Context: an optimization exercise on an open-source flow, tuned for small area, a short achievable clock period and few clock cycles. The choices shown serve that exercise and are no tape-out recipe.
Only simulation tests tie the RTL to the original design; equivalence was not proved.
Power is estimated from default activity; no workload was simulated.

==> design.v <==
package mac_pkg;
    localparam int MAC_DW = 8;
    localparam int PW = 2 * MAC_DW + 2;
    typedef enum logic {
        IDLE,
        ACC
    } acc_state_e;
    function automatic logic signed [PW-1:0] mul_ext(
        input logic [MAC_DW-1:0] a,
        input logic              a_sgn,
        input logic [MAC_DW-1:0] w,
        input logic              w_sgn
    );
        logic signed [MAC_DW:0] ax;
        logic signed [MAC_DW:0] wx;
        ax = $signed({a_sgn & a[MAC_DW-1], a});
        wx = $signed({w_sgn & w[MAC_DW-1], w});
        mul_ext = ax * wx;
    endfunction
endpackage
module mac_lane (
    input  logic        clk,
    input  logic        take,     
    input  logic        v,        
    input  logic [7:0]  a,
    input  logic [7:0]  w,
    input  logic        a_sgn,
    input  logic        w_sgn,
    input  logic        clr,      
    output logic [23:0] q,
    output logic        ovf
);
    logic [7:0] pp [8];
    logic [6:0] px, py;
    logic       pz, km, kf, ke;
    for (genvar i = 0; i < 8; i++) begin : g_pp
        assign pp[i] = w & {8{a[i]}};
    end
    for (genvar i = 0; i < 7; i++) begin : g_px
        assign px[i] = (a[7] & w[i]) ^ a_sgn;
        assign py[i] = (a[i] & w[7]) ^ w_sgn;
    end
    assign pz = (a[7] & w[7]) ^ a_sgn ^ w_sgn;
    assign km = a_sgn ^ w_sgn;
    assign kf = a_sgn & w_sgn;
    assign ke = a_sgn | w_sgn;
    logic n1, n2, n3, n4, n5, n6, n7, n8, n9, n10, n11, n12, n13, n14, n15, n16, n17, n18, n19, n20, n21, n22, n23, n24, n25, n26, n27, n28, n29, n30, n31, n32, n33, n34, n35, n36, n37, n38, n39, n40, n41, n42, n43, n44, n45, n46, n47, n48, n49, n50, n51, n52, n53, n54, n55, n56, n57, n58, n59, n60, n61, n62, n63, n64, n65, n66, n67, n68, n69, n70, n71, n72, n73, n74, n75, n76, n77, n78, n79, n80, n81, n82, n83, n84;
    assign n1 = pp[0][6] ^ pp[1][5];
    assign n2 = pp[0][6] & pp[1][5];
    assign n3 = pp[1][6] ^ pp[2][5] ^ pp[3][4];
    assign n4 = (pp[1][6] & pp[2][5]) | (pp[1][6] & pp[3][4]) | (pp[2][5] & pp[3][4]);
    assign n5 = pp[4][3] ^ pp[5][2] ^ pp[6][1];
    assign n6 = (pp[4][3] & pp[5][2]) | (pp[4][3] & pp[6][1]) | (pp[5][2] & pp[6][1]);
    assign n7 = pp[2][6] ^ pp[3][5] ^ pp[4][4];
    assign n8 = (pp[2][6] & pp[3][5]) | (pp[2][6] & pp[4][4]) | (pp[3][5] & pp[4][4]);
    assign n9 = pp[5][3] ^ pp[6][2] ^ py[1];
    assign n10 = (pp[5][3] & pp[6][2]) | (pp[5][3] & py[1]) | (pp[6][2] & py[1]);
    assign n11 = pp[3][6] ^ pp[4][5] ^ pp[5][4];
    assign n12 = (pp[3][6] & pp[4][5]) | (pp[3][6] & pp[5][4]) | (pp[4][5] & pp[5][4]);
    assign n13 = pp[0][4] ^ pp[1][3];
    assign n14 = pp[0][4] & pp[1][3];
    assign n15 = pp[0][5] ^ pp[1][4] ^ pp[2][3];
    assign n16 = (pp[0][5] & pp[1][4]) | (pp[0][5] & pp[2][3]) | (pp[1][4] & pp[2][3]);
    assign n17 = pp[3][2] ^ pp[4][1];
    assign n18 = pp[3][2] & pp[4][1];
    assign n19 = pp[2][4] ^ pp[3][3] ^ pp[4][2];
    assign n20 = (pp[2][4] & pp[3][3]) | (pp[2][4] & pp[4][2]) | (pp[3][3] & pp[4][2]);
    assign n21 = pp[5][1] ^ pp[6][0] ^ n1;
    assign n22 = (pp[5][1] & pp[6][0]) | (pp[5][1] & n1) | (pp[6][0] & n1);
    assign n23 = py[0] ^ px[0] ^ km;
    assign n24 = (py[0] & px[0]) | (py[0] & km) | (px[0] & km);
    assign n25 = n2 ^ n3 ^ n5;
    assign n26 = (n2 & n3) | (n2 & n5) | (n3 & n5);
    assign n27 = px[1] ^ kf ^ n4;
    assign n28 = (px[1] & kf) | (px[1] & n4) | (kf & n4);
    assign n29 = n6 ^ n7 ^ n9;
    assign n30 = (n6 & n7) | (n6 & n9) | (n7 & n9);
    assign n31 = pp[6][3] ^ py[2] ^ px[2];
    assign n32 = (pp[6][3] & py[2]) | (pp[6][3] & px[2]) | (py[2] & px[2]);
    assign n33 = n8 ^ n11 ^ n10;
    assign n34 = (n8 & n11) | (n8 & n10) | (n11 & n10);
    assign n35 = pp[4][6] ^ pp[5][5] ^ pp[6][4];
    assign n36 = (pp[4][6] & pp[5][5]) | (pp[4][6] & pp[6][4]) | (pp[5][5] & pp[6][4]);
    assign n37 = py[3] ^ px[3] ^ n12;
    assign n38 = (py[3] & px[3]) | (py[3] & n12) | (px[3] & n12);
    assign n39 = pp[5][6] ^ pp[6][5] ^ py[4];
    assign n40 = (pp[5][6] & pp[6][5]) | (pp[5][6] & py[4]) | (pp[6][5] & py[4]);
    assign n41 = pp[0][3] ^ pp[1][2];
    assign n42 = pp[0][3] & pp[1][2];
    assign n43 = pp[2][2] ^ pp[3][1] ^ pp[4][0];
    assign n44 = (pp[2][2] & pp[3][1]) | (pp[2][2] & pp[4][0]) | (pp[3][1] & pp[4][0]);
    assign n45 = pp[5][0] ^ n14 ^ n17;
    assign n46 = (pp[5][0] & n14) | (pp[5][0] & n17) | (n14 & n17);
    assign n47 = n18 ^ n16 ^ n19;
    assign n48 = (n18 & n16) | (n18 & n19) | (n16 & n19);
    assign n49 = n20 ^ n23 ^ n22;
    assign n50 = (n20 & n23) | (n20 & n22) | (n23 & n22);
    assign n51 = n24 ^ n27 ^ n26;
    assign n52 = (n24 & n27) | (n24 & n26) | (n27 & n26);
    assign n53 = n31 ^ n28 ^ n33;
    assign n54 = (n31 & n28) | (n31 & n33) | (n28 & n33);
    assign n55 = n35 ^ n32 ^ n37;
    assign n56 = (n35 & n32) | (n35 & n37) | (n32 & n37);
    assign n57 = px[4] ^ n36 ^ n39;
    assign n58 = (px[4] & n36) | (px[4] & n39) | (n36 & n39);
    assign n59 = pp[6][6] ^ py[5] ^ px[5];
    assign n60 = (pp[6][6] & py[5]) | (pp[6][6] & px[5]) | (py[5] & px[5]);
    assign n61 = pp[0][2] ^ pp[1][1];
    assign n62 = pp[0][2] & pp[1][1];
    assign n63 = pp[2][1] ^ pp[3][0] ^ n41;
    assign n64 = (pp[2][1] & pp[3][0]) | (pp[2][1] & n41) | (pp[3][0] & n41);
    assign n65 = n42 ^ n13 ^ n43;
    assign n66 = (n42 & n13) | (n42 & n43) | (n13 & n43);
    assign n67 = n44 ^ n15 ^ n45;
    assign n68 = (n44 & n15) | (n44 & n45) | (n15 & n45);
    assign n69 = n46 ^ n21 ^ n47;
    assign n70 = (n46 & n21) | (n46 & n47) | (n21 & n47);
    assign n71 = n48 ^ n25 ^ n49;
    assign n72 = (n48 & n25) | (n48 & n49) | (n25 & n49);
    assign n73 = n50 ^ n29 ^ n51;
    assign n74 = (n50 & n29) | (n50 & n51) | (n29 & n51);
    assign n75 = n30 ^ n52 ^ n53;
    assign n76 = (n30 & n52) | (n30 & n53) | (n52 & n53);
    assign n77 = n34 ^ n55 ^ n54;
    assign n78 = (n34 & n55) | (n34 & n54) | (n55 & n54);
    assign n79 = n38 ^ n57 ^ n56;
    assign n80 = (n38 & n57) | (n38 & n56) | (n57 & n56);
    assign n81 = n40 ^ n59 ^ n58;
    assign n82 = (n40 & n59) | (n40 & n58) | (n59 & n58);
    assign n83 = py[6] ^ px[6] ^ n60;
    assign n84 = (py[6] & px[6]) | (py[6] & n60) | (px[6] & n60);
    logic [31:0] rows_d, rows_q;
    assign rows_d = {ke, ke, ke, n84, pz, n82, n83, n80, n81, n78, n79, n76, n77, n74, n75, n72, n73, n70, n71, n68, n69, n66, n67, n64, n65, n62, n63, n61, pp[2][0], pp[1][0], pp[0][1], pp[0][0]};
    always_ff @(posedge clk) rows_q <= take ? rows_d : '0;
    logic [17:0] r0, r1, x, y;
    logic [15:0] g, p, cy, t;
    assign r0 = {rows_q[31], rows_q[30], rows_q[29], rows_q[27], rows_q[25], rows_q[23], rows_q[21], rows_q[19], rows_q[17], rows_q[15], rows_q[13], rows_q[11], rows_q[9], rows_q[7], rows_q[5], rows_q[3], rows_q[1], rows_q[0]};
    assign r1 = {1'b0, 1'b0, 1'b0, rows_q[28], rows_q[26], rows_q[24], rows_q[22], rows_q[20], rows_q[18], rows_q[16], rows_q[14], rows_q[12], rows_q[10], rows_q[8], rows_q[6], rows_q[4], rows_q[2], 1'b0};
    assign x = {r0[17:16] ^ r1[17:16], r0[15:0] ^ r1[15:0] ^ q[15:0]};
    assign y = {(r0[16:0] & r1[16:0]) | ({1'b0, r0[15:0]} & {1'b0, q[15:0]}) | ({1'b0, r1[15:0]} & {1'b0, q[15:0]}), 1'b0};
    assign g = x[15:0] & y[15:0];
    assign p = x[15:0] ^ y[15:0];
    logic gk0_1, pk0_1;
    assign gk0_1 = g[1] | (p[1] & g[0]);
    assign pk0_1 = p[1] & p[0];
    logic gk0_3, pk0_3;
    assign gk0_3 = g[3] | (p[3] & g[2]);
    assign pk0_3 = p[3] & p[2];
    logic gk0_5, pk0_5;
    assign gk0_5 = g[5] | (p[5] & g[4]);
    assign pk0_5 = p[5] & p[4];
    logic gk0_7, pk0_7;
    assign gk0_7 = g[7] | (p[7] & g[6]);
    assign pk0_7 = p[7] & p[6];
    logic gk0_9, pk0_9;
    assign gk0_9 = g[9] | (p[9] & g[8]);
    assign pk0_9 = p[9] & p[8];
    logic gk0_11, pk0_11;
    assign gk0_11 = g[11] | (p[11] & g[10]);
    assign pk0_11 = p[11] & p[10];
    logic gk0_13, pk0_13;
    assign gk0_13 = g[13] | (p[13] & g[12]);
    assign pk0_13 = p[13] & p[12];
    logic gk0_15, pk0_15;
    assign gk0_15 = g[15] | (p[15] & g[14]);
    assign pk0_15 = p[15] & p[14];
    logic gk1_2, pk1_2;
    assign gk1_2 = g[2] | (p[2] & gk0_1);
    assign pk1_2 = p[2] & pk0_1;
    logic gk1_3, pk1_3;
    assign gk1_3 = gk0_3 | (pk0_3 & gk0_1);
    assign pk1_3 = pk0_3 & pk0_1;
    logic gk1_6, pk1_6;
    assign gk1_6 = g[6] | (p[6] & gk0_5);
    assign pk1_6 = p[6] & pk0_5;
    logic gk1_7, pk1_7;
    assign gk1_7 = gk0_7 | (pk0_7 & gk0_5);
    assign pk1_7 = pk0_7 & pk0_5;
    logic gk1_10, pk1_10;
    assign gk1_10 = g[10] | (p[10] & gk0_9);
    assign pk1_10 = p[10] & pk0_9;
    logic gk1_11, pk1_11;
    assign gk1_11 = gk0_11 | (pk0_11 & gk0_9);
    assign pk1_11 = pk0_11 & pk0_9;
    logic gk1_14, pk1_14;
    assign gk1_14 = g[14] | (p[14] & gk0_13);
    assign pk1_14 = p[14] & pk0_13;
    logic gk1_15, pk1_15;
    assign gk1_15 = gk0_15 | (pk0_15 & gk0_13);
    assign pk1_15 = pk0_15 & pk0_13;
    logic gk2_4, pk2_4;
    assign gk2_4 = g[4] | (p[4] & gk1_3);
    assign pk2_4 = p[4] & pk1_3;
    logic gk2_5, pk2_5;
    assign gk2_5 = gk0_5 | (pk0_5 & gk1_3);
    assign pk2_5 = pk0_5 & pk1_3;
    logic gk2_6, pk2_6;
    assign gk2_6 = gk1_6 | (pk1_6 & gk1_3);
    assign pk2_6 = pk1_6 & pk1_3;
    logic gk2_7, pk2_7;
    assign gk2_7 = gk1_7 | (pk1_7 & gk1_3);
    assign pk2_7 = pk1_7 & pk1_3;
    logic gk2_12, pk2_12;
    assign gk2_12 = g[12] | (p[12] & gk1_11);
    assign pk2_12 = p[12] & pk1_11;
    logic gk2_13, pk2_13;
    assign gk2_13 = gk0_13 | (pk0_13 & gk1_11);
    assign pk2_13 = pk0_13 & pk1_11;
    logic gk2_14, pk2_14;
    assign gk2_14 = gk1_14 | (pk1_14 & gk1_11);
    assign pk2_14 = pk1_14 & pk1_11;
    logic gk2_15, pk2_15;
    assign gk2_15 = gk1_15 | (pk1_15 & gk1_11);
    assign pk2_15 = pk1_15 & pk1_11;
    logic gk3_8, pk3_8;
    assign gk3_8 = g[8] | (p[8] & gk2_7);
    assign pk3_8 = p[8] & pk2_7;
    logic gk3_9, pk3_9;
    assign gk3_9 = gk0_9 | (pk0_9 & gk2_7);
    assign pk3_9 = pk0_9 & pk2_7;
    logic gk3_10, pk3_10;
    assign gk3_10 = gk1_10 | (pk1_10 & gk2_7);
    assign pk3_10 = pk1_10 & pk2_7;
    logic gk3_11, pk3_11;
    assign gk3_11 = gk1_11 | (pk1_11 & gk2_7);
    assign pk3_11 = pk1_11 & pk2_7;
    logic gk3_12, pk3_12;
    assign gk3_12 = gk2_12 | (pk2_12 & gk2_7);
    assign pk3_12 = pk2_12 & pk2_7;
    logic gk3_13, pk3_13;
    assign gk3_13 = gk2_13 | (pk2_13 & gk2_7);
    assign pk3_13 = pk2_13 & pk2_7;
    logic gk3_14, pk3_14;
    assign gk3_14 = gk2_14 | (pk2_14 & gk2_7);
    assign pk3_14 = pk2_14 & pk2_7;
    logic gk3_15, pk3_15;
    assign gk3_15 = gk2_15 | (pk2_15 & gk2_7);
    assign pk3_15 = pk2_15 & pk2_7;
    assign cy[0] = g[0];
    assign cy[1] = gk0_1;
    assign cy[2] = gk1_2;
    assign cy[3] = gk1_3;
    assign cy[4] = gk2_4;
    assign cy[5] = gk2_5;
    assign cy[6] = gk2_6;
    assign cy[7] = gk2_7;
    assign cy[8] = gk3_8;
    assign cy[9] = gk3_9;
    assign cy[10] = gk3_10;
    assign cy[11] = gk3_11;
    assign cy[12] = gk3_12;
    assign cy[13] = gk3_13;
    assign cy[14] = gk3_14;
    assign cy[15] = gk3_15;
    assign t = p ^ {cy[14:0], 1'b0};
    logic [7:0]  hi, hi_nx;
    logic [1:0]  u0;
    logic        is_max, is_min, dn0, dn1, up0, up1;
    logic        inc, dec, pos, neg, keep, zero, ones;
    assign hi     = q[23:16];
    assign is_max = hi == 8'h7f;
    assign is_min = hi == 8'h80;
    assign u0     = x[17:16] + y[17:16];
    assign dn0    = u0 == 2'b11;
    assign dn1    = u0 == 2'b10;
    assign up0    = u0 == 2'b01;
    assign up1    = u0 == 2'b00;
    assign inc    = cy[15] ? up1 && !is_max : up0 && !is_max;
    assign dec    = cy[15] ? dn1 && !is_min : dn0 && !is_min;
    assign pos    = cy[15] ? up1 && is_max : up0 && is_max;
    assign neg    = cy[15] ? dn1 && is_min : dn0 && is_min;
    assign keep   = !(inc || dec || clr);
    assign hi_nx  = ({8{inc && !clr}} & (hi + 8'd1)) | ({8{dec && !clr}} & (hi - 8'd1)) | ({8{keep}} & hi);
    assign zero   = neg || clr;
    assign ones   = pos && !clr;
    always_ff @(posedge clk) begin
        q   <= {hi_nx, (t & ~{16{zero}}) | {16{ones}}};
        ovf <= !clr && (ovf || pos || neg);
    end
endmodule
module mac_acc_array #(
    parameter int DW    = mac_pkg::MAC_DW,
    parameter int LANES = 8,
    parameter int ACCW  = 2 * DW + 8
) (
    input  logic                  clk,
    input  logic                  rst_n,
    input  logic                  in_valid,
    output logic                  in_ready,
    input  logic [LANES*DW-1:0]   A,
    input  logic [LANES*DW-1:0]   W,
    input  logic                  Asigned,
    input  logic                  Wsigned,
    input  logic                  acc_clr,
    input  logic                  acc_last,
    output logic                  out_valid,
    input  logic                  out_ready,
    output logic [LANES*ACCW-1:0] Q,
    output logic [LANES-1:0]      ovf
);
    logic take;
    logic v1;
    logic last1;
    logic in_burst;
    logic clr;
    logic blk;
    assign in_ready = !blk && (!out_valid || out_ready);
    assign take     = in_valid && !(v1 && last1) && (!out_valid || out_ready);
    assign clr = take && (acc_clr || !(v1 || in_burst));
    always_ff @(posedge clk or negedge rst_n) begin
        if (!rst_n) begin
            v1        <= 1'b0;
            blk       <= 1'b0;
            in_burst  <= 1'b0;
            out_valid <= 1'b0;
        end else begin
            v1        <= take;
            blk       <= take && acc_last;
            out_valid <= (v1 && last1) || (out_valid && !out_ready);
            if (v1) begin
                in_burst <= !last1;
            end
        end
    end
    always_ff @(posedge clk) begin
        last1 <= acc_last;
    end
    for (genvar i = 0; i < LANES; i++) begin : g_lane
        mac_lane u_lane (
            .clk  (clk),
            .take (take),
            .v    (v1),
            .clr  (clr),
            .a    (A[i*DW +: DW]),
            .w    (W[i*DW +: DW]),
            .a_sgn(Asigned),
            .w_sgn(Wsigned),
            .q    (Q[i*ACCW +: ACCW]),
            .ovf  (ovf[i])
        );
    end
endmodule
==> flow/run.sh <==
#!/bin/bash
# Own layout flow: the standard flow with two changes.
#  1. After the standard synthesis, full-adder cells are rewired to their
#     complemented inputs/outputs where that removes inverters
#     (fa_polarity.py; same logic function, same registers).
#  2. Ports are buffered with a small buffer instead of the default delay cell.
# Each tool's output goes to a log file of its own in the work folder.
set -euo pipefail
W=$(pwd)
R=$W/orfs/results/$FLOW_PLATFORM/mac_acc_array/base
bash standard.sh "$R/1_2_yosys.v" > "$W/flow_synth.log" 2>&1
cp "$R/1_2_yosys.v" "$W/1_2_yosys.standard.v"
python3 "$W/flow/fa_polarity.py" "$W/1_2_yosys.standard.v" "$R/1_2_yosys.v" > "$W/flow_fa_polarity.log" 2>&1
touch "$R/1_2_yosys.v" "$R/1_2_yosys.sdc"
BUFFER_PORTS_ARGS="-buffer_cell ${PORT_BUFFER:-sky130_fd_sc_hd__buf_1}" \
  bash standard.sh finish > "$W/flow_layout.log" 2>&1
==> flow/fa_polarity.py <==
#!/usr/bin/env python3
"""Remove inverters around full-adder cells in a mapped netlist.

A full adder is self-dual: FA(~a, ~b, ~c) = (~sum, ~cout). For each fa cell
this rewires it to the complemented inputs and outputs whenever that leaves
fewer inverters, then drops inverters left without loads. The logic function
of every net that is kept is unchanged.

Usage: fa_polarity.py IN.v OUT.v
"""
import re
import sys

INV = "sky130_fd_sc_hd__inv_1"
cell_re = re.compile(r"^  (sky130_fd_sc_hd__\w+) (\S+)\s+\(\n((?:    \.\w+\([^)]*\),?\n)+)  \);\n", re.M)
pin_re = re.compile(r"\.(\w+)\(([^)]*)\)")
OUTPINS = {"X", "Y", "Q", "Q_N", "COUT", "SUM", "HI", "LO"}

src = open(sys.argv[1]).read()
cells = {}
order = []
spans = []
for m in cell_re.finditer(src):
    typ, name, body = m.group(1), m.group(2), m.group(3)
    pins = dict((p, n.strip()) for p, n in pin_re.findall(body))
    cells[name] = [typ, pins]
    order.append(name)
    spans.append((m.start(), m.end()))
first, last = spans[0][0], spans[-1][1]
head, tail = src[:first], src[last:]
assert "sky130_fd_sc_hd__" not in tail and "sky130_fd_sc_hd__" not in head, "unparsed cells"
assert all(spans[i][1] == spans[i + 1][0] for i in range(len(spans) - 1)), "cells not contiguous"

drv = {}
loads = {}
def rebuild():
    drv.clear(); loads.clear()
    for c, (t, pins) in cells.items():
        for p, n in pins.items():
            if p in OUTPINS:
                drv[n] = (c, p)
            else:
                loads.setdefault(n, []).append((c, p))
rebuild()

# nets that are module ports: their loads include the outside world
ports = set()
for m in re.finditer(r"^\s*(input|output)\s+(?:\[[^\]]*\]\s*)?([^;]+);", head, re.M):
    for n in m.group(2).split(","):
        ports.add(n.strip())
def is_port(n):
    return n in ports or n.split("[")[0].strip() in ports

def inv_driver(n):
    d = drv.get(n)
    if d and cells[d[0]][0] == INV:
        return d[0]
    return None

def inv_from(n):
    for (c, p) in loads.get(n, []):
        if cells[c][0] == INV:
            return c
    return None

newid = [0]
newwires = []
def new_net():
    newid[0] += 1
    n = f"_fapol{newid[0]}_"
    newwires.append(n)
    return n
def new_inv(a, y):
    newid[0] += 1
    c = f"_fapolinv{newid[0]}_"
    cells[c] = [INV, {"A": a, "Y": y}]
    order.append(c)
    drv[y] = (c, "Y")
    loads.setdefault(a, []).append((c, "A"))
    return c

def delta(f):
    t, pins = cells[f]
    ins = [pins["A"], pins["B"], pins["CIN"]]
    if len(set(ins)) < 3:
        return None
    d = 0
    for x in ins:
        i = inv_driver(x)
        if i:
            if len(loads.get(x, [])) == 1 and not is_port(x):
                d -= 1
        elif not inv_from(x):
            d += 1
    for p in ("SUM", "COUT"):
        o = pins[p]
        if is_port(o):
            d += 1
            continue
        ls = loads.get(o, [])
        invs = [c for (c, _) in ls if cells[c][0] == INV and not is_port(cells[c][1]["Y"])]
        d -= len(invs)
        if len(ls) > len(invs):
            d += 1
    return d

def flip(f):
    t, pins = cells[f]
    for p in ("A", "B", "CIN"):
        x = pins[p]
        loads[x].remove((f, p))
        i = inv_driver(x)
        if i:
            y = cells[i][1]["A"]
        else:
            j = inv_from(x)
            if j:
                y = cells[j][1]["Y"]
            else:
                y = new_net()
                new_inv(x, y)
        pins[p] = y
        loads.setdefault(y, []).append((f, p))
    for p in ("SUM", "COUT"):
        o = pins[p]
        on = new_net()
        pins[p] = on
        drv[on] = (f, p)
        del drv[o]
        ls = list(loads.get(o, []))
        rest = []
        for (c, cp) in ls:
            if cells[c][0] == INV and not is_port(cells[c][1]["Y"]):
                z = cells[c][1]["Y"]
                for (c2, p2) in loads.get(z, []):
                    cells[c2][1][p2] = on
                    loads.setdefault(on, []).append((c2, p2))
                loads[z] = []
                del drv[z]
                cells[c][1]["A"] = None  # mark dead
            else:
                rest.append((c, cp))
        loads[o] = []
        if rest or is_port(o):
            loads[o] = rest
            new_inv(on, o)

def sweep():
    # drop inverters whose output has no loads (and is no port)
    removed = 0
    changed = True
    while changed:
        changed = False
        for c in list(cells):
            t, pins = cells[c]
            if t != INV:
                continue
            if pins["A"] is None:
                del cells[c]; removed += 1; changed = True
                continue
            y = pins["Y"]
            if not loads.get(y) and not is_port(y):
                a = pins["A"]
                if (c, "A") in loads.get(a, []):
                    loads[a].remove((c, "A"))
                drv.pop(y, None)
                del cells[c]; removed += 1; changed = True
    return removed

import os
MAXF = int(os.environ.get("MAXFLIPS", "1000000"))
nflips = 0
n_inv0 = sum(1 for c in cells.values() if c[0] == INV)
for it in range(20):
    gain = 0
    for f in [c for c in order if c in cells and cells[c][0].startswith("sky130_fd_sc_hd__fa_")]:
        d = delta(f)
        if d is not None and d < 0 and nflips < MAXF:
            nflips += 1
            flip(f)
            sweep()
            gain += 1
    if not gain:
        break
sweep()
n_inv1 = sum(1 for c in cells.values() if c[0] == INV)

out = [head]
for c in order:
    if c not in cells:
        continue
    t, pins = cells[c]
    body = ",\n".join(f"    .{p}({n}{' ' if n.startswith(chr(92)) else ''})" for p, n in pins.items())
    sp = " " if c.startswith(chr(92)) else ""
    out.append(f"  {t} {c}{sp} (\n{body}\n  );\n")
out.append(tail)
text = "".join(out)
if newwires:
    # declare the new nets right after the module header
    k = text.index(";\n", text.index("module ")) + 2
    text = text[:k] + "".join(f"  wire {n};\n" for n in newwires) + text[k:]
open(sys.argv[2], "w").write(text)
print(f"fa_polarity: inverters {n_inv0} -> {n_inv1}")
==> standard.sh <==
#!/bin/bash
# synth_recipe.tcl (not shown) runs the flow's synth.tcl, then flattens the netlist and writes it again
# the make line also repeats each setting of config.mk as NAME=value (left out here)
make -C /OpenROAD-flow-scripts/flow DESIGN_CONFIG=/design/flow/config.mk WORK_HOME=/design/flow/orfs CLKGATE_MAP_FILE= SYNTH_SCRIPT=/design/flow/synth_recipe.tcl "${@:-finish}"
==> config.mk <==
export PLATFORM = sky130hd
export DESIGN_NAME = mac_acc_array
export DESIGN_NICKNAME = mac_acc_array
export VERILOG_FILES = /design/flow/design.v
export SDC_FILE = /design/flow/constraint.sdc
export NUM_CORES = 4
export LEC_CHECK = 0
export CAP_MARGIN = 20
export CORE_MARGIN = 2
export CORE_UTILIZATION = 40
export SETUP_SLACK_MARGIN = 2.2
export SLEW_MARGIN = 20
==> constraint.sdc <==
create_clock -name core_clock -period 5.6 [get_ports {clk}]
set_input_delay 1.1200 -clock core_clock [delete_from_list [all_inputs] [get_ports {clk}]]
set_output_delay 1.1200 -clock core_clock [all_outputs]
set_load 0.01 [all_outputs]
==> run notes, run 1 <==
critical path peak fanout -> 6
Die Height -> 289 um
Crit path required time -> 6.14 ns
count of max-cap constraint violations -> 0
drt total wl -> 87400 um
first-pass GRT wire length -> 136000 um
final slew viol count -> 0
CTS tree -> yes
Logic pwr share -> 0.492
crit path cell chain -> fa_1, ha_4, o211ai_1, o211ai_2, nand3_2, and4_4, or2_4, or4b_4, inv_4, a22oi_1, o21ai_1
Routed wire per std cell -> 18.7 um
final non-filler cell area -> 0.0376 mm2
Worst path slowest cell -> or4b_4
fin crit share -> 0.597
DP Area -> 0.0349 mm2
core area -> 0.0804 mm2
clock power share -> 0.213
Crit path largest cell delay -> 0.60 ns
Die ar. -> 0.0835 mm2
switching share of power -> 0.420
Hold Vio Cnt, Final -> 0
Die Wd -> 289 um
register area -> 0.00879 mm2
row cnt -> 104
Leak -> 0.0164 uW
post-route ant nets -> 0
Layout Skew -> 0.0244 ns
Worst VDD drop -> 275 uV
Post-Synthesis Cells -> 3252
fin nets -> 4348
Slew headroom -> 0.468
vias in the first global route -> 24051
P per Cell Area -> 460 mW/mm2
number of synthesis warnings -> 3
RD Place Congestion -> 0.865
Port Buf Inserts -> 337
TritonCTS Sinks -> 438
Clock transition at path regs -> 0.06 ns
status -> no timing/DRC/antenna violations
IO Pins -> 338
Top delay family on crit path -> simple AND/OR/NAND/NOR gates
synthesized cell area -> 0.0325 mm2
H-tree level count -> 2
initial DRC count -> 1173
Buf/Inv on CP -> 1
largest buffer count on any clock path -> 3
CP Data Arrival Time -> 3.88 ns
clock latency on the worst-skew pair -> 0.61 ns
Via-to-Cell Ratio -> 5.06
Syn Nets -> 4022
P_sw -> 7260 uW
GRT Residual Overflow -> 0
fmax -> 299 MHz
Int Pwr -> 10000 uW
measured slew at the worst slew-check pin -> 0.798 ns
# fillers -> 7702
area grow syn2layout -> 15.7%
Tmin final -> 3.35 ns
syn avg cell area -> 9.98 um2
final setup fails -> 0
Multi-input gate area -> 0.0231 mm2
RSZ-0062 raised after global routing -> true
CP startpoint kind -> register
share of cells above drive strength 1 -> 0.0823
reg2reg setup slack -> 2.25 ns
Setup TNS Final -> 0 ns
Initial Utilization -> 0.404
DRT Pass-1 Iters -> 8
Total GRT Usage -> 0.208
clock buffer count from CTS -> 53
CP endpoint kind -> register
Flop pwr share -> 0.295
largest net degree at the start of global routing -> 120
DRC -> 0
dpl hpwl -> 66600 um
initial antenna violation count -> 4
routed vias -> 23698
hold crit path type -> in -> async
Crit Path Category -> reg -> reg
clk root buf -> clkbuf_16
==> cells in the final DEF, fill, tap and decap left out, types with 112 or more instances in the layout <==
cell,n
nand2_1,312
and2_1,447
buf_1,334
xnor2_1,162
a21oi_1,112
fa_1,405
o21ai_0,150
dfxtp_1,430
inv_1,221
ha_1,194
==> layer usage <==
metal,up-vias,part of all wire,global-route usage
met5,-,0.00053,0
met4,6,0.029,0.0640
met2,566,0.45,0.326
met3,125,0.061,0.0413
met1,11632,0.46,0.290
li1,11369,-,-
==> metrics by stage <==
stage	total power [uW]	util	setup slack (ns)	cells	hold WS (ns)
6_report	17300	0.467	2.25	4684	0.334
5_1_grt	18900	0.467	2.14	4684	0.325
4_1_cts	17100	0.459	2.15	4664	0.300
3_5_place_dp	13300	0.434	1.27	4563	0.462
3_3_place_gp	13100	0.434	1.30	4563	0.458
2_1_floorplan	10900	-	2.00	3252	0.438
==> flip-flops by register name, indices dropped and copies added, names as in the netlist <==
register	count
v1	1
out_valid	1
in_burst	1
blk	1
last1	1
g_lane.u_lane.rows_q	233
g_lane.u_lane.q	192
g_lane.u_lane.ovf	8
==> layout make-up <==
class / instances / share of cell area
Inverter: 235 / 0.0243
Tap cell: 1060 / 0.0353
Antenna cell: 1 / 0.0000666
Multi-Input combinational cell: 2481 / 0.615
Timing Repair Buffer: 369 / 0.0415
Sequential cell: 438 / 0.234
Clock buffer: 71 / 0.0406
Clock inverter: 29 / 0.00929
==> path summary, 6_finish.rpt <==
| path | cells after the start | endpoint | start |
|---|---|---|---|
| worst min register to register | 2 | g_lane[3].u_lane.ovf$_DFF_P_ | g_lane[3].u_lane.ovf$_DFF_P_ |
| worst max-delay path | 11 | g_lane[4].u_lane.q[21]$_DFF_P_ | g_lane[4].u_lane.rows_q[9]$_SDFF_PN0_ |
| worst max register to register | 11 | g_lane[4].u_lane.q[21]$_DFF_P_ | g_lane[4].u_lane.rows_q[9]$_SDFF_PN0_ |
| worst min-delay path | 1 | v1$_DFF_PN0_ | rst_n |
| min in group core_clock | 2 | g_lane[3].u_lane.ovf$_DFF_P_ | g_lane[3].u_lane.ovf$_DFF_P_ |
| max in group asynchronous | 1 | out_valid$_DFF_PN0_ | rst_n |
==> power groups by stage <==
stage	logic [uW]	registers, uW	clock network [uW]
floorplan	5780	5140	0
global placement	7980	5170	0
detailed placement	8130	5160	0
CTS	8250	5100	3780
global route	9750	5250	3900
finish	8500	5100	3680
==> timing repair <==
item / CTS / global route
setup endpoints to repair: 200 / 169
buffers inserted: 1 / 17
hold buffers: 0 / 0
cloned: 0 / 2
resized for setup: 35 / 88
pin swaps: 2 / 38
Testbench counts, summed over its fixed seeds: cycles 32,255.
==> run 2, diff against run 1 <==
--- a/config.mk
+++ b/config.mk
@@ -6,4 +6,5 @@
 export NUM_CORES = 4
 export LEC_CHECK = 0
+export ABC_AREA = 1
 export CAP_MARGIN = 20
 export CORE_MARGIN = 2
==> run 2 against run 1 <==
Still clean on timing, DRC and antenna. Cell count is 11% higher. Critical path depth decreased by 3. Maximum frequency rose by 0.73%. Die area up 2.7%. Sequential cell count unchanged. Critical endpoint is now g_lane[2].u_lane.rows_q[17]$_SDFF_PN0_. Synthesized cell count up 20%.
==> run notes, run 2 <==
Buf/Inv on CP -> 2 (was 1)
CP startpoint kind -> input port (was register)
DRC -> 0 (unchanged)
Hold Vio Cnt, Final -> 0 (unchanged)
CTS tree -> yes (unchanged)
Tmin final -> 3.32 ns (was 3.35 ns)
clock latency on the worst-skew pair -> 0.62 ns (was 0.61 ns)
Initial Utilization -> 0.405 (was 0.404)
Port Buf Inserts -> 337 (unchanged)
Die ar. -> 0.0857 mm2 (was 0.0835 mm2)
final slew viol count -> 0 (unchanged)
syn avg cell area -> 8.54 um2 (was 9.98 um2)
count of max-cap constraint violations -> 0 (unchanged)
fmax -> 301 MHz (was 299 MHz)
hold_ws -> 0.356 ns (was 0.334 ns)
CTS Hold Bufs -> 0 (unchanged)
Layout Cells excl Fill -> 5195 (was 4684)
post-route ant nets -> 0 (unchanged)
Die Wd -> 293 um (was 289 um)
DRT Pass-1 Iters -> 7 (was 8)
Setup TNS Final -> 0 ns (unchanged)
core area -> 0.0824 mm2 (was 0.0804 mm2)
Placed Cells -> 5088 (was 4563)
Layout Skew -> 0.0247 ns (was 0.0244 ns)
clk root buf -> clkbuf_16 (unchanged)
Top delay family on crit path -> adder cells (was simple AND/OR/NAND/NOR gates)
row cnt -> 105 (was 104)
RSZ-0062 raised after global routing -> false (was true)
CP dominant cell by count -> fa_1
initial antenna violation count -> 11 (was 4)
initial DRC count -> 1308 (was 1173)
CP Data Arrival Time -> 3.79 ns (was 3.88 ns)
P per Cell Area -> 472 mW/mm2 (was 460 mW/mm2)
clock buffer count from CTS -> 53 (unchanged)
Crit path largest cell delay -> 0.52 ns (was 0.60 ns)
largest buffer count on any clock path -> 3 (unchanged)
crit path cell chain -> clkbuf_8, buf_6, xor2_1, fa_2, fa_1, fa_1, fa_1, nor2_1 (was fa_1, ha_4, o211ai_1, o211ai_2, nand3_2, and4_4, or2_4, or4b_4, inv_4, a22oi_1, o21ai_1)
commonest non-fill, non-tap cells in the layout -> nand2_1, inv_1, dfxtp_1 (was and2_1, dfxtp_1, fa_1)
Routed wire per std cell -> 17.3 um (was 18.7 um)
routed vias -> 25658 (was 23698)
final non-filler cell area -> 0.0372 mm2 (was 0.0376 mm2)
dpl hpwl -> 68700 um (was 66600 um)
critical path peak fanout -> 29 (was 6)
vias in the first global route -> 25179 (was 24051)
IO Pins -> 338 (unchanged)
Clock transition at path regs -> 0.06 ns (about the same)
Die Height -> 293 um (was 289 um)
RD Place Congestion -> 0.858 (was 0.865)
Worst VDD drop -> 267 uV (was 275 uV)
reg2reg setup slack -> 2.46 ns (was 2.25 ns)
share of cells above drive strength 1 -> 0.0546 (was 0.0823)
Syn Nets -> 4673 (was 4022)
DP Area -> 0.0352 mm2 (was 0.0349 mm2)
drt total wl -> 90100 um (was 87400 um)
Most flops, register -> g_lane.u_lane.rows_q (unchanged)
Leak -> 0.0170 uW (was 0.0164 uW)
status -> no timing/DRC/antenna violations (unchanged)
hold crit path type -> in -> async (unchanged)
fin crit share -> 0.593 (was 0.597)
Post-Synthesis Cells -> 3903 (was 3252)
final setup fails -> 0 (unchanged)
most common cell after layout, fill and taps aside -> nand2_1 (was and2_1)
fin nets -> 4848 (was 4348)
H-tree level count -> 2 (unchanged)
number of synthesis warnings -> 3 (unchanged)
Crit path required time -> 6.07 ns (was 6.14 ns)
first-pass GRT wire length -> 142000 um (was 136000 um)
TritonCTS Sinks -> 438 (unchanged)
Total GRT Usage -> 0.211 (was 0.208)
CP endpoint kind -> register (unchanged)
Crit Path Category -> in -> reg (was reg -> reg)
Worst path slowest cell -> fa_1 (was or4b_4)
Slew headroom -> 0.442 (was 0.468)
largest net degree at the start of global routing -> 184 (was 120)
GRT Residual Overflow -> 0 (unchanged)
area grow syn2layout -> 11.6% (was 15.7%)
measured slew at the worst slew-check pin -> 0.837 ns (was 0.798 ns)
Via-to-Cell Ratio -> 4.94 (was 5.06)
max FFs per register -> 233 (unchanged)
largest registers -> g_lane.u_lane.rows_q: 233 flops, g_lane.u_lane.q: 192 flops, g_lane.u_lane.ovf: 8 flops (unchanged)
synthesized cell area -> 0.0333 mm2 (was 0.0325 mm2)
[run 2: cell count changes in the layout (fill, tap and decap cells not counted), moves of 132 or more]
cell     delta
inv_1     +242
nor2_1    +173
nand4_1   +132
and2_1    -447
nand2_1   +572
nand3_1   +179
xor2_1    +159
[run 2: area by class of cell]
class / count / area, um2
Antenna cell: 5 / 12.5
Clock buffer: 70 / 1480
Clock inverter: 27 / 423
Fill cell: 8106 / 45200
Inverter: 468 / 1760
Multi-Input combinational cell: 2765 / 22000
Sequential cell: 438 / 8790
Tap cell: 1070 / 1340
Timing Repair Buffer: 352 / 1430
[run 2: per-layer routing]
metal / wire length (um) / GRT usage
met5: 58 / 0
met4: 2330 / 0.0575
met3: 4960 / 0.0368
met2: 41300 / 0.339
met1: 41500 / 0.292
[run 2: timing repair]
action / CTS / global route
setup endpoints to repair: 99 / 135
pin swaps: 0 / 2
cloned: 0 / 1
gates resized for setup: 7 / 20
buffers inserted: 0 / 4
[run 2: final timing paths]
| path | start | endpoint | cells after the start |
|---|---|---|---|
| setup reg to reg | g_lane[2].u_lane.q[5]$_DFF_P_ | g_lane[2].u_lane.q[21]$_DFF_P_ | 12 |
| hold / removal | rst_n | in_burst$_DFFE_PN0P_ | 1 |
| hold reg to reg | last1$_DFF_P_ | in_burst$_DFFE_PN0P_ | 1 |
| min in group core_clock | last1$_DFF_P_ | in_burst$_DFFE_PN0P_ | 1 |
| max in group asynchronous | rst_n | blk$_DFF_PN0_ | 1 |
| setup / recovery | Wsigned | g_lane[2].u_lane.rows_q[17]$_SDFF_PN0_ | 8 |
[run 2: through the flow]
step	setup WS, ns	util	power, uW
after floorplan	2.01	-	11500
after global placement	1.39	0.427	13800
after detailed placement	1.33	0.427	13900
after CTS	2.09	0.450	17800
after global routing	2.20	0.452	19300
final	2.28	0.452	17600
[run 2: report_power, final]
part           internal [uW]  switching [uW]
combinational           3540            5190
sequential              4110            1000
clock                   2280            1460
total                   9930            7650
==> run 3, diff against run 2 <==
--- a/config.mk
+++ b/config.mk
@@ -6,8 +6,7 @@
 export NUM_CORES = 4
 export LEC_CHECK = 0
-export ABC_AREA = 1
 export CAP_MARGIN = 20
 export CORE_MARGIN = 2
 export CORE_UTILIZATION = 40
-export SETUP_SLACK_MARGIN = 2.2
+export SETUP_SLACK_MARGIN = 2.1
 export SLEW_MARGIN = 20
==> run 3 against run 2 <==
Sequential power is essentially flat. Setup slack got worse by 0.058 ns. First-iteration DRC count is 13% lower. Sequential cell count stayed put. Total power is 3.8% lower. Final area decreased by 0.31%. Utilization grew 0.96 points. Synthesized cell count shrank 17%. Non-clock buffer count increased by 5. Worst hold slack worse by 0.0094 ns. Global-route usage down 0.53 points.
==> run notes, run 3 <==
measured slew at the worst slew-check pin -> 0.725 ns (was 0.837 ns)
Tmin final -> 3.38 ns (was 3.32 ns)
CTS Hold Bufs -> 0 (unchanged)
final setup fails -> 0 (unchanged)
Worst VDD drop -> 291 uV (was 267 uV)
core area -> 0.0804 mm2 (was 0.0824 mm2)
DRC -> 0 (unchanged)
synthesized cell area -> 0.0325 mm2 (was 0.0333 mm2)
H-tree level count -> 2 (unchanged)
CP startpoint kind -> register (was input port)
fin util -> 0.461 (was 0.452)
Layout Skew -> 0.0192 ns (was 0.0247 ns)
clock latency on the worst-skew pair -> 0.61 ns (was 0.62 ns)
syn avg cell area -> 9.98 um2 (was 8.54 um2)
register area -> 0.00879 mm2 (about the same)
Crit Path Category -> reg -> reg (was in -> reg)
clock buffer count from CTS -> 55 (was 53)
Port Buf Inserts -> 337 (unchanged)
RR Startpoint -> g_lane[6].u_lane.q[1]$_DFF_P_ (was g_lane[2].u_lane.q[5]$_DFF_P_)
P per Cell Area -> 456 mW/mm2 (was 472 mW/mm2)
Multi-input gate area -> 0.0228 mm2 (was 0.0220 mm2)
fin nets -> 4337 (was 4848)
status -> no timing/DRC/antenna violations (unchanged)
Leak -> 0.0164 uW (was 0.0170 uW)
Clock transition at path regs -> 0.06 ns (about the same)
critical path peak fanout -> 6 (was 29)
vias in the first global route -> 24090 (was 25179)
final slew viol count -> 0 (unchanged)
largest buffer count on any clock path -> 3 (unchanged)
largest net degree at the start of global routing -> 87 (was 184)
number of synthesis warnings -> 3 (unchanged)
Reg2Reg Depth -> 11 (was 12)
Crit path required time -> 6.07 ns (about the same)
Initial Utilization -> 0.404 (was 0.405)
Setup TNS Final -> 0 ns (unchanged)
CP Data Arrival Time -> 3.85 ns (was 3.79 ns)
reg2reg setup slack -> 2.22 ns (was 2.46 ns)
initial antenna violation count -> 0 (was 11)
Die ar. -> 0.0835 mm2 (was 0.0857 mm2)
RD Place Congestion -> 0.862 (was 0.858)
count of max-cap constraint violations -> 0 (unchanged)
largest registers -> g_lane.u_lane.rows_q: 233 flops, g_lane.u_lane.q: 192 flops, g_lane.u_lane.ovf: 8 flops (unchanged)
Die Height -> 289 um (was 293 um)
first-pass GRT wire length -> 135000 um (was 142000 um)
most common cell after layout, fill and taps aside -> and2_1 (was nand2_1)
max FFs per register -> 233 (unchanged)
reg-to-reg critical path endpoint -> g_lane[6].u_lane.q[22]$_DFF_P_ (was g_lane[2].u_lane.q[21]$_DFF_P_)
area grow syn2layout -> 14.3% (was 11.6%)
Hold Vio Cnt, Final -> 0 (unchanged)
commonest non-fill, non-tap cells in the layout -> and2_1, dfxtp_1, fa_1 (was nand2_1, inv_1, dfxtp_1)
clk root buf -> clkbuf_16 (unchanged)
initial DRC count -> 1137 (was 1308)
drt total wl -> 84900 um (was 90100 um)
final non-filler cell area -> 0.0371 mm2 (was 0.0372 mm2)
Slew headroom -> 0.516 (was 0.442)
fin crit share -> 0.603 (was 0.593)
routed vias -> 23671 (was 25658)
IO Pins -> 338 (unchanged)
TritonCTS Sinks -> 438 (unchanged)
ant diodes -> 0 (was 5)
Die Wd -> 289 um (was 293 um)
Routed wire per std cell -> 18.2 um (was 17.3 um)
Total GRT Usage -> 0.206 (was 0.211)
CTS tree -> yes (unchanged)
fmax -> 296 MHz (was 301 MHz)
# fillers -> 7706 (was 8106)
dpl hpwl -> 65300 um (was 68700 um)
CP endpoint kind -> register (unchanged)
share of cells above drive strength 1 -> 0.0620 (was 0.0546)
Most flops, register -> g_lane.u_lane.rows_q (unchanged)
Syn Nets -> 4022 (was 4673)
hold crit path type -> in -> async (unchanged)
Post-Synthesis Cells -> 3252 (was 3903)
post-route ant nets -> 0 (unchanged)
GRT Residual Overflow -> 0 (unchanged)
RSZ-0062 raised after global routing -> true (was false)
DRT Pass-1 Iters -> 5 (was 7)
Via-to-Cell Ratio -> 5.07 (was 4.94)
DP Area -> 0.0349 mm2 (was 0.0352 mm2)
row cnt -> 104 (was 105)
-- run 3: layout make-up --
class	instances	share of cell area
tap	1060	0.0358
clock inverter	30	0.00917
multi-input combinational	2480	0.614
sequential	438	0.237
timing repair buffer	357	0.0390
inverter	235	0.0243
clock buffer	72	0.0410
-- run 3: routing by layer --
layer | GRT usage | vias up | wire (um) | share of wire
met5 | 0 | - | 0 | 0
li1 | - | 11340 | - | -
met2 | 0.339 | 510 | 39800 | 0.47
met3 | 0.0312 | 114 | 4170 | 0.049
met1 | 0.283 | 11707 | 38800 | 0.46
met4 | 0.0527 | 0 | 2120 | 0.025
-- run 3: worst max-delay path by stage --
stage,startpoint,endpoint,slack (ns)
2_1_floorplan,Wsigned,g_lane[0].u_lane.rows_q[21]$_SDFF_PN0_,2.00
3_3_place_gp,Wsigned,g_lane[6].u_lane.rows_q[15]$_SDFF_PN0_,1.30
3_5_place_dp,Wsigned,g_lane[6].u_lane.rows_q[15]$_SDFF_PN0_,1.25
4_1_cts,g_lane[2].u_lane.q[5]$_DFF_P_,g_lane[2].u_lane.q[21]$_DFF_P_,2.11
5_1_grt,g_lane[7].u_lane.q[10]$_DFF_P_,g_lane[7].u_lane.q[23]$_DFF_P_,2.07
6_report,g_lane[6].u_lane.q[1]$_DFF_P_,g_lane[6].u_lane.q[22]$_DFF_P_,2.22
-- run 3: through the flow --
stage / worst slack [ns] / hold WS (ns) / total power, uW / instances
4_1_cts: 2.11 / 0.308 / 17000 / 4664
2_1_floorplan: 2.00 / 0.438 / 10900 / 3252
3_3_place_gp: 1.30 / 0.447 / 13100 / 4562
3_5_place_dp: 1.25 / 0.458 / 13200 / 4562
5_1_grt: 2.07 / 0.339 / 18600 / 4672
6_report: 2.22 / 0.346 / 16900 / 4672
-- run 3: critical path, cell delays in order, from the launching register on --
cell,delay (ns)
dfxtp_1,0.32
fa_1,0.50
ha_1,0.34
a211o_1,0.29
a41o_1,0.26
nor3b_2,0.16
o2111a_2,0.31
or2_0,0.27
a211oi_4,0.33
nor2_4,0.10
a221oi_1,0.26
a21oi_1,0.11
-- run 3: repair_timing --
action / in CTS / in global routing
setup buffers: 0 / 7
cloned: 0 / 1
endpoints found under the setup margin: 127 / 146
pin swaps: 0 / 11
resized for setup: 17 / 50
-- run 3: power breakdown --
group          switching [uW]  leakage, uW  total [uW]  internal [uW]
registers                1020      0.00364        5130           4110
clock network            1460     0.000902        3650           2190
logic                    4580       0.0118        8140           3560
total                    7060       0.0164       16900           9860
==> run 4, diff against run 3 <==
--- a/config.mk
+++ b/config.mk
@@ -6,7 +6,8 @@
 export NUM_CORES = 4
 export LEC_CHECK = 0
+export ABC_AREA = 1
 export CAP_MARGIN = 20
 export CORE_MARGIN = 2
 export CORE_UTILIZATION = 40
-export SETUP_SLACK_MARGIN = 2.1
+export SETUP_SLACK_MARGIN = 2.0
 export SLEW_MARGIN = 20
==> run 4 against run 3 <==
Maximum frequency shrank 3.5%. Via count grew 7.5%. Utilization shrank 1.1 points. Synthesized cell count grew 20%. Still clean on timing, DRC and antenna. Clock skew grew 0.020 ns. Non-clock buffer count shrank 10. Critical path depth shrank 3. Count of clock-buffer cells in the layout grew 6. Wire length grew 5.3%. Area after synthesis grew 2.7%. Cell count grew 11%. Critical path type is now in -> reg.
==> run notes, run 4 <==
Placed Cells -> 5087 (was 4562)
Worst path slowest cell -> fa_1 (unchanged)
syn avg cell area -> 8.54 um2 (was 9.98 um2)
routed vias -> 25454 (was 23671)
clk root buf -> clkbuf_16 (unchanged)
clock latency on the worst-skew pair -> 0.61 ns (about the same)
Slew headroom -> 0.391 (was 0.516)
Via-to-Cell Ratio -> 4.90 (was 5.07)
post-CTS setup repair buffer count -> 0 (unchanged)
reg2reg setup slack -> 2.28 ns (was 2.22 ns)
fin nets -> 4842 (was 4337)
measured slew at the worst slew-check pin -> 0.913 ns (was 0.725 ns)
Worst path depth -> 8 (was 11)
Routed wire per std cell -> 17.2 um (was 18.2 um)
post-route ant nets -> 0 (unchanged)
P per Cell Area -> 475 mW/mm2 (was 456 mW/mm2)
count of max-cap constraint violations -> 0 (unchanged)
Syn Nets -> 4673 (was 4022)
first-pass GRT wire length -> 143000 um (was 135000 um)
P_sw -> 7600 uW (was 7060 uW)
Setup TNS Final -> 0 ns (unchanged)
drt total wl -> 89300 um (was 84900 um)
status -> no timing/DRC/antenna violations (unchanged)
number of synthesis warnings -> 3 (unchanged)
Clock transition at path regs -> 0.06 ns (about the same)
Flop pwr share -> 0.290 (was 0.303)
DRT Pass-1 Iters -> 5 (unchanged)
Tmin final -> 3.50 ns (was 3.38 ns)
Layout Skew -> 0.0390 ns (was 0.0192 ns)
Layout Cells excl Fill -> 5190 (was 4672)
IO Pins -> 338 (unchanged)
Worst VDD drop -> 195 uV (was 291 uV)
CP startpoint kind -> input port (was register)
most common cell after layout, fill and taps aside -> nand2_1 (was and2_1)
CTS tree -> yes (unchanged)
Post-Synthesis Cells -> 3903 (was 3252)
CP Launch Point -> Wsigned (was g_lane[6].u_lane.q[1]$_DFF_P_)
clock power share -> 0.215 (was 0.216)
core area -> 0.0824 mm2 (was 0.0804 mm2)
RSZ-0062 raised after global routing -> false (was true)
Logic pwr share -> 0.494 (was 0.481)
Hold Vio Cnt, Final -> 0 (unchanged)
Reg2Reg Depth -> 16 (was 11)
H-tree level count -> 2 (unchanged)
reg-to-reg critical path endpoint -> g_lane[4].u_lane.q[14]$_DFF_P_ (was g_lane[6].u_lane.q[22]$_DFF_P_)
largest buffer count on any clock path -> 3 (unchanged)
critical path peak fanout -> 11 (was 6)
area grow syn2layout -> 11.2% (was 14.3%)
row cnt -> 105 (was 104)
clock buffer count from CTS -> 53 (was 55)
Total GRT Usage -> 0.211 (was 0.206)
dpl hpwl -> 69000 um (was 65300 um)
Int Pwr -> 9990 uW (was 9860 uW)
synthesized cell area -> 0.0333 mm2 (was 0.0325 mm2)
CTS Hold Bufs -> 0 (unchanged)
share of cells above drive strength 1 -> 0.0462 (was 0.0620)
TritonCTS Sinks -> 438 (unchanged)
Leak -> 0.0170 uW (was 0.0164 uW)
CP endpoint kind -> register (unchanged)
Die Height -> 293 um (was 289 um)
Port Buf Inserts -> 337 (unchanged)
Die Wd -> 293 um (was 289 um)
fmax -> 286 MHz (was 296 MHz)
hold crit path type -> in -> async (unchanged)
Top delay family on crit path -> adder cells (was compound AO/OA/AOI/OAI gates)
initial DRC count -> 1480 (was 1137)
Initial Utilization -> 0.405 (was 0.404)
Crit Path Category -> in -> reg (was reg -> reg)
DRC -> 0 (unchanged)
largest registers -> g_lane.u_lane.rows_q: 233 flops, g_lane.u_lane.q: 192 flops, g_lane.u_lane.ovf: 8 flops (unchanged)
GRT Residual Overflow -> 0 (unchanged)
RR Startpoint -> g_lane[4].u_lane.q[7]$_DFF_P_ (was g_lane[6].u_lane.q[1]$_DFF_P_)
CP dominant cell by count -> fa_1
crit path cell chain -> clkbuf_4, inv_2, ha_1, inv_4, fa_1, fa_1, fa_1, nor2_1 (was fa_1, ha_1, a211o_1, a41o_1, nor3b_2, o2111a_2, or2_0, a211oi_4, nor2_4, a221oi_1, a21oi_1)
Worst setup endpoint -> g_lane[3].u_lane.rows_q[13]$_SDFF_PN0_ (was g_lane[6].u_lane.q[22]$_DFF_P_)
final slew viol count -> 0 (unchanged)
Die ar. -> 0.0857 mm2 (was 0.0835 mm2)
final setup fails -> 0 (unchanged)
Most flops, register -> g_lane.u_lane.rows_q (unchanged)
fin crit share -> 0.625 (was 0.603)
max FFs per register -> 233 (unchanged)
CP Data Arrival Time -> 3.96 ns (was 3.85 ns)
Buf/Inv on CP -> 3 (was 0)
RD Place Congestion -> 0.858 (was 0.862)
initial antenna violation count -> 13 (was 0)
vias in the first global route -> 25274 (was 24090)
largest net degree at the start of global routing -> 197 (was 87)
commonest non-fill, non-tap cells in the layout -> nand2_1, inv_1, dfxtp_1 (was and2_1, dfxtp_1, fa_1)
Crit path largest cell delay -> 0.55 ns (was 0.50 ns)
Crit path required time -> 6.06 ns (was 6.07 ns)
switching share of power -> 0.432 (was 0.417)
[run 4: power by group through the flow]
stage / Combinational, uW / Sequential (uW) / Clock, uW
2_1_floorplan: 6390 / 5130 / 0
3_3_place_gp: 8520 / 5180 / 0
3_5_place_dp: 8690 / 5170 / 0
4_1_cts: 8760 / 5120 / 3890
5_1_grt: 10100 / 5260 / 4020
6_report: 8690 / 5110 / 3790
[run 4: worst min path at each step]
stage | slack (ns) | from | depth (start not counted) | endpoint
after detailed placement | 0.42 | last1$_DFF_P_ | 1 | in_burst$_DFFE_PN0P_
after global placement | 0.42 | last1$_DFF_P_ | 1 | in_burst$_DFFE_PN0P_
after global routing | 0.37 | rst_n | 1 | blk$_DFF_PN0_
after CTS | 0.36 | rst_n | 1 | blk$_DFF_PN0_
final | 0.37 | rst_n | 1 | out_valid$_DFF_PN0_
after floorplan | 0.41 | last1$_DFF_P_ | 1 | in_burst$_DFFE_PN0P_
[run 4: metrics by stage]
step | total power (uW) | worst slack [ns] | hold WS, ns | util | instance area, um2
6_report | 17600 | 2.10 | 0.371 | 0.450 | 37100
5_1_grt | 19300 | 2.00 | 0.370 | 0.450 | 37100
4_1_cts | 17800 | 1.99 | 0.355 | 0.449 | 37000
3_5_place_dp | 13900 | 1.21 | 0.425 | 0.426 | 35100
3_3_place_gp | 13700 | 1.30 | 0.418 | 0.426 | 35100
2_1_floorplan | 11500 | 1.99 | 0.407 | - | 33400
[run 4: repair_timing]
action                                  in CTS  in global routing
resized for setup                            4                 14
hold endpoints to repair                     0                  0
endpoints found under the setup margin      18                 95
[run 4: worst register-to-register path: stages (launching register included)]
cell and delay, ns:
dfxtp_1 0.43, fa_1 0.44, ha_1 0.33, nand2_1 0.10
inv_1 0.04, a21oi_1 0.13, nand2_1 0.18, nand2_1 0.15
nand2_1 0.06, nand2_1 0.24, inv_1 0.12, nor2_4 0.27
nand2_2 0.20, nand2_4 0.21, inv_1 0.16, nand2_1 0.09
nand2_1 0.04
[run 4: area by class of cell]
| type | instances | area [um2] |
|---|---|---|
| Tap cell | 1070 | 1340 |
| Fill cell | 8087 | 45300 |
| Clock inverter | 17 | 330 |
| Timing Repair Buffer | 347 | 1360 |
| Multi-Input combinational cell | 2764 | 21900 |
| Clock buffer | 78 | 1590 |
| Antenna cell | 8 | 20.0 |
| Sequential cell | 438 | 8790 |
| Inverter | 468 | 1760 |
[run 4: metal layers]
| metal | vias to the layer above | track usage | share of wire |
|---|---|---|---|
| li1 | 12496 | - | - |
| met1 | 12260 | 0.304 | 0.48 |
| met2 | 580 | 0.327 | 0.44 |
| met3 | 110 | 0.0354 | 0.057 |
| met4 | 8 | 0.0560 | 0.025 |
| met5 | - | 0 | 0.00064 |
==> run 5, diff against run 4 <==
--- a/config.mk
+++ b/config.mk
@@ -10,4 +10,4 @@
 export CORE_MARGIN = 2
 export CORE_UTILIZATION = 40
-export SETUP_SLACK_MARGIN = 2.0
+export SETUP_SLACK_MARGIN = 2.4
 export SLEW_MARGIN = 20
==> run 5 against run 4 <==
Maximum frequency is 11% higher. Utilization is 0.51 points higher. Clock skew is 0.0055 ns lower. Synthesized cell count stayed put. Worst hold slack better by 0.022 ns. Wire length is 0.65% higher. Register-to-register slack better by 0.32 ns. First-iteration DRC count is 22% lower. Non-clock buffer count is 17 higher. Still clean.
==> run notes, run 5 <==
IO Pins -> 338 (unchanged)
Port Buf Inserts -> 337 (unchanged)
row cnt -> 105 (unchanged)
measured slew at the worst slew-check pin -> 0.831 ns (was 0.913 ns)
syn avg cell area -> 8.54 um2 (unchanged)
Via-to-Cell Ratio -> 4.92 (was 4.90)
H-tree level count -> 2 (unchanged)
Hold Vio Cnt, Final -> 0 (unchanged)
# fillers -> 8121 (was 8087)
Worst VDD drop -> 251 uV (was 195 uV)
Syn Nets -> 4673 (unchanged)
Post-Synthesis Cells -> 3903 (unchanged)
critical path peak fanout -> 8 (was 11)
reg2reg setup slack -> 2.60 ns (was 2.28 ns)
clock buffer count from CTS -> 54 (was 53)
RSZ-0062 raised after global routing -> false (unchanged)
RR Startpoint -> g_lane[0].u_lane.q[6]$_DFF_P_ (was g_lane[4].u_lane.q[7]$_DFF_P_)
CP Data Arrival Time -> 3.61 ns (was 3.96 ns)
largest registers -> g_lane.u_lane.rows_q: 233 flops, g_lane.u_lane.q: 192 flops, g_lane.u_lane.ovf: 8 flops (unchanged)
CTS Hold Bufs -> 0 (unchanged)
first-pass GRT wire length -> 143000 um (about the same)
status -> no timing/DRC/antenna violations (unchanged)
fin nets -> 4862 (was 4842)
largest buffer count on any clock path -> 3 (unchanged)
Multi-input gate area -> 0.0222 mm2 (was 0.0219 mm2)
commonest non-fill, non-tap cells in the layout -> nand2_1, inv_1, dfxtp_1 (unchanged)
post-route ant nets -> 0 (unchanged)
clk root buf -> clkbuf_16 (unchanged)
Die ar. -> 0.0857 mm2 (unchanged)
number of synthesis warnings -> 3 (unchanged)
RD Place Congestion -> 0.857 (was 0.858)
Layout Cells excl Fill -> 5208 (was 5190)
Die Wd -> 293 um (unchanged)
DRC -> 0 (unchanged)
Die Height -> 293 um (unchanged)
largest net degree at the start of global routing -> 124 (was 197)
Clock transition at path regs -> 0.06 ns (about the same)
core area -> 0.0824 mm2 (unchanged)
Most flops, register -> g_lane.u_lane.rows_q (unchanged)
synthesized cell area -> 0.0333 mm2 (unchanged)
max FFs per register -> 233 (unchanged)
share of cells above drive strength 1 -> 0.0795 (was 0.0462)
Total GRT Usage -> 0.210 (was 0.211)
final setup fails -> 0 (unchanged)
CTS tree -> yes (unchanged)
Reg2Reg Depth -> 14 (was 16)
count of max-cap constraint violations -> 0 (unchanged)
Crit Path Category -> in -> reg (unchanged)
fmax -> 318 MHz (was 286 MHz)
Slew headroom -> 0.444 (was 0.391)
Crit path required time -> 6.06 ns (about the same)
register area -> 0.00879 mm2 (about the same)
dpl hpwl -> 68600 um (was 69000 um)
Initial Utilization -> 0.405 (unchanged)
Routed wire per std cell -> 17.3 um (was 17.2 um)
clock latency on the worst-skew pair -> 0.62 ns (was 0.61 ns)
TritonCTS Sinks -> 438 (unchanged)
Layout Skew -> 0.0335 ns (was 0.0390 ns)
final slew viol count -> 0 (unchanged)
CP startpoint kind -> input port (unchanged)
fin crit share -> 0.562 (was 0.625)
routed vias -> 25632 (was 25454)
Setup TNS Final -> 0 ns (unchanged)
CP endpoint kind -> register (unchanged)
vias in the first global route -> 25620 (was 25274)
hold crit path type -> in -> async (unchanged)
Placed Cells -> 5094 (was 5087)
area grow syn2layout -> 12.4% (was 11.2%)
DRT Pass-1 Iters -> 7 (was 5)
initial DRC count -> 1156 (was 1480)
initial antenna violation count -> 10 (was 13)
GRT Residual Overflow -> 0 (unchanged)
reg-to-reg critical path endpoint -> g_lane[0].u_lane.q[6]$_DFF_P_ (was g_lane[4].u_lane.q[14]$_DFF_P_)
Leak -> 0.0172 uW (was 0.0170 uW)
P per Cell Area -> 466 mW/mm2 (was 475 mW/mm2)
drt total wl -> 89900 um (was 89300 um)
Tmin final -> 3.15 ns (was 3.50 ns)
most common cell after layout, fill and taps aside -> nand2_1 (unchanged)
[run 5: cell types whose count changed in the layout (fill, tap and decap cells not counted), moves of 7 or more]
cell / delta
fa_2: +37
fa_1: -37
buf_4: +12
xor2_2: +7
buf_1: -41
nand2_1: -17
xor2_1: -7
clkinv_2: +13
clkbuf_2: +40
nand2_2: +12
[run 5: worst max-delay path, cell delays in order]
cell and delay, ns:
buf_1 0.33, nand2_1 0.16, fa_2 0.57, fa_1 0.43
fa_1 0.47, fa_1 0.50, nor2_1 0.04
[run 5: layer usage]
layer  share of wire  GRT usage  wire [um]
met1            0.47      0.296      42000
met2            0.45      0.331      40600
met3           0.059     0.0401       5300
met4           0.022     0.0532       1950
met5          0.0011          0         99
[run 5: worst max-delay path by stage]
stage                  from                                     end  slack [ns]  cells past startpoint
detailed placement  Wsigned  g_lane[5].u_lane.rows_q[15]$_SDFF_PN0_        1.29                      8
CTS                 Asigned  g_lane[2].u_lane.rows_q[19]$_SDFF_PN0_        2.40                      7
finish                W[61]  g_lane[7].u_lane.rows_q[17]$_SDFF_PN0_        2.45                      7
global route          A[52]  g_lane[6].u_lane.rows_q[19]$_SDFF_PN0_        2.40                      7
floorplan           Wsigned  g_lane[5].u_lane.rows_q[17]$_SDFF_PN0_        2.01                      9
global placement    Wsigned  g_lane[7].u_lane.rows_q[15]$_SDFF_PN0_        1.33                      8
[run 5: cell type report]
cell class | count | share of cell area
Timing Repair Buffer | 364 | 0.0426
Clock buffer | 75 | 0.0414
Tap cell | 1070 | 0.0357
Multi-Input combinational cell | 2766 | 0.592
Antenna cell | 2 | 0.000133
Clock inverter | 25 | 0.00681
Inverter | 468 | 0.0473
Sequential cell | 438 | 0.235
[run 5: repair_timing]
action	4_1_cts	5_1_grt
buffers inserted	3	7
gates resized for setup	22	73
cloned	1	1
endpoints found under the hold margin	0	0
endpoints found under the setup margin	251	160
pin swaps	1	4
[run 5: through the flow]
step           utilization  power [uW]  setup slack, ns  hold slack, ns  area, um2
2_1_floorplan            -       11600             2.01           0.407      34400
3_3_place_gp         0.429       13700             1.33           0.431      35300
3_5_place_dp         0.429       13900             1.29           0.438      35300
4_1_cts              0.452       17600             2.40           0.355      37300
5_1_grt              0.455       19200             2.40           0.364      37500
6_report             0.455       17500             2.45           0.393      37500
[run 5: power breakdown]
part           internal, uW  total (uW)  switching, uW
Clock                  2120        3570           1450
Combinational          3570        8790           5210
Sequential             4110        5120           1010
==> run 6, diff against run 5 <==
--- a/config.mk
+++ b/config.mk
@@ -10,4 +10,4 @@
 export CORE_MARGIN = 2
 export CORE_UTILIZATION = 40
-export SETUP_SLACK_MARGIN = 2.4
+export SETUP_SLACK_MARGIN = 2.8
 export SLEW_MARGIN = 20
==> run 6 against run 5 <==
Utilization grew 3.1 points. Still clean on timing, DRC and antenna. Register-to-register slack better by 0.29 ns. Maximum frequency rose by 3.7%. Total power grew 4.7%. Largest cell class unchanged. Critical path type unchanged. Cell count up 1.2%. Global-route usage grew 1.2 points. Sequential share of layout area decreased by 1.4 points. Via count increased by 1.8%. Die area did not move. Worst hold slack lost 0.017 ns. Setup slack better by 0.11 ns.
==> run notes, run 6 <==
Most flops, register -> g_lane.u_lane.rows_q (unchanged)
final slew viol count -> 0 (unchanged)
Placement Setup Slack -> 1.45 ns (was 1.29 ns)
Initial Utilization -> 0.405 (unchanged)
switching share of power -> 0.434 (was 0.439)
Leak -> 0.0183 uW (was 0.0172 uW)
Total GRT Usage -> 0.222 (was 0.210)
initial antenna violation count -> 10 (unchanged)
clk root buf -> clkbuf_16 (unchanged)
Flop pwr share -> 0.284 (was 0.293)
drt total wl -> 96300 um (was 89900 um)
Crit path largest cell delay -> 0.54 ns (was 0.57 ns)
DRC -> 0 (unchanged)
final setup fails -> 0 (unchanged)
CP endpoint kind -> register (unchanged)
H-tree level count -> 2 (unchanged)
vias in the first global route -> 25589 (was 25620)
Die Height -> 293 um (unchanged)
initial DRC count -> 1510 (was 1156)
largest registers -> g_lane.u_lane.rows_q: 233 flops, g_lane.u_lane.q: 192 flops, g_lane.u_lane.ovf: 8 flops (unchanged)
dpl hpwl -> 69600 um (was 68600 um)
routed vias -> 26084 (was 25632)
Via-to-Cell Ratio -> 4.95 (was 4.92)
largest net degree at the start of global routing -> 200 (was 124)
Int Pwr -> 10400 uW (was 9800 uW)
Slew headroom -> 0.338 (was 0.444)
clock latency on the worst-skew pair -> 0.62 ns (about the same)
RR Startpoint -> g_lane[4].u_lane.q[3]$_DFF_P_ (was g_lane[0].u_lane.q[6]$_DFF_P_)
Hold Vio Cnt, Final -> 0 (unchanged)
worst setup margin -> 2.56 ns (was 2.45 ns)
syn avg cell area -> 8.54 um2 (unchanged)
Die Wd -> 293 um (unchanged)
status -> no timing/DRC/antenna violations (unchanged)
Crit path required time -> 6.07 ns (was 6.06 ns)
run 6: cell types whose count changed in the layout (fill, tap and decap cells not counted), moves of 30 or more:
cell / before / now
nand2_1: 869 / 816
fa_1: 387 / 330
clkbuf_2: 40 / 2
buf_4: 20 / 97
buf_1: 294 / 208
nand2_2: 34 / 64
fa_2: 45 / 102
buf_6: 4 / 39
buf_2: 1 / 32
run 6: worst max path at each step:
| stage | from | end | slack, ns |
|---|---|---|---|
| after CTS | Wsigned | g_lane[1].u_lane.rows_q[17]$_SDFF_PN0_ | 2.60 |
| after global placement | Wsigned | g_lane[3].u_lane.rows_q[13]$_SDFF_PN0_ | 1.50 |
| final | Wsigned | g_lane[3].u_lane.rows_q[17]$_SDFF_PN0_ | 2.56 |
| after global routing | Wsigned | g_lane[3].u_lane.rows_q[13]$_SDFF_PN0_ | 2.54 |
| after detailed placement | Wsigned | g_lane[3].u_lane.rows_q[13]$_SDFF_PN0_ | 1.45 |
| after floorplan | Wsigned | g_lane[6].u_lane.rows_q[17]$_SDFF_PN0_ | 2.01 |
run 6: through the flow:
stage          power [uW]  hold slack, ns  instance area [um2]  utilization  instances
2_1_floorplan       11600           0.407                34800            -       3903
3_3_place_gp        13800           0.416                35400        0.430       5087
3_5_place_dp        13900           0.414                35400        0.430       5087
4_1_cts             18000           0.351                38700        0.470       5225
5_1_grt             20000           0.379                40000        0.486       5272
6_report            18300           0.376                40000        0.486       5272
run 6: routing by layer:
metal | up-vias | share of wire | track usage
met4 | 14 | 0.031 | 0.0630
met1 | 12656 | 0.46 | 0.320
met3 | 147 | 0.066 | 0.0439
met2 | 611 | 0.44 | 0.339
met5 | - | 0.00090 | 0
li1 | 12656 | - | -
run 6: power groups by stage:
stage	registers, uW	clock network (uW)	logic, uW
final	5200	3780	9320
after global routing	5350	3990	10700
after CTS	5200	3870	8950
after detailed placement	5250	0	8680
after global placement	5260	0	8510
after floorplan	5130	0	6490
run 6: what timing repair did:
item	CTS	global route
pin swaps	50	117
cloned	6	8
setup endpoints to repair	292	269
hold endpoints to repair	0	0
gates resized for setup	351	231
buffers inserted	32	36
run 6: worst max-delay path, delay by kind of cell:
kind / cells / cell delay [ns]
XOR/XNOR: 1 / 0.16
AND/OR/NAND/NOR: 1 / 0.04
adder cells (fa/ha/maj): 4 / 1.84
buffers and inverters: 2 / 0.33
run 6: cell type report:
type	instances	area (um2)	share of cell area
clock inverter	27	368	0.00919
clock buffer	73	1550	0.0388
tap	1070	1340	0.0334
inverter	468	1800	0.0449
multi-input combinational	2767	23200	0.579
timing repair buffer	426	2980	0.0745
antenna	3	7.51	0.000188
sequential	438	8820	0.220

Setup slack of run 6, layout unchanged: 2.564 ns with ideal ports, 2.569 ns with driving cells assumed (clock clkbuf_16, inputs buf_2), 1.900 ns with port delays also shifted by the 0.669 ns mid clock arrival.
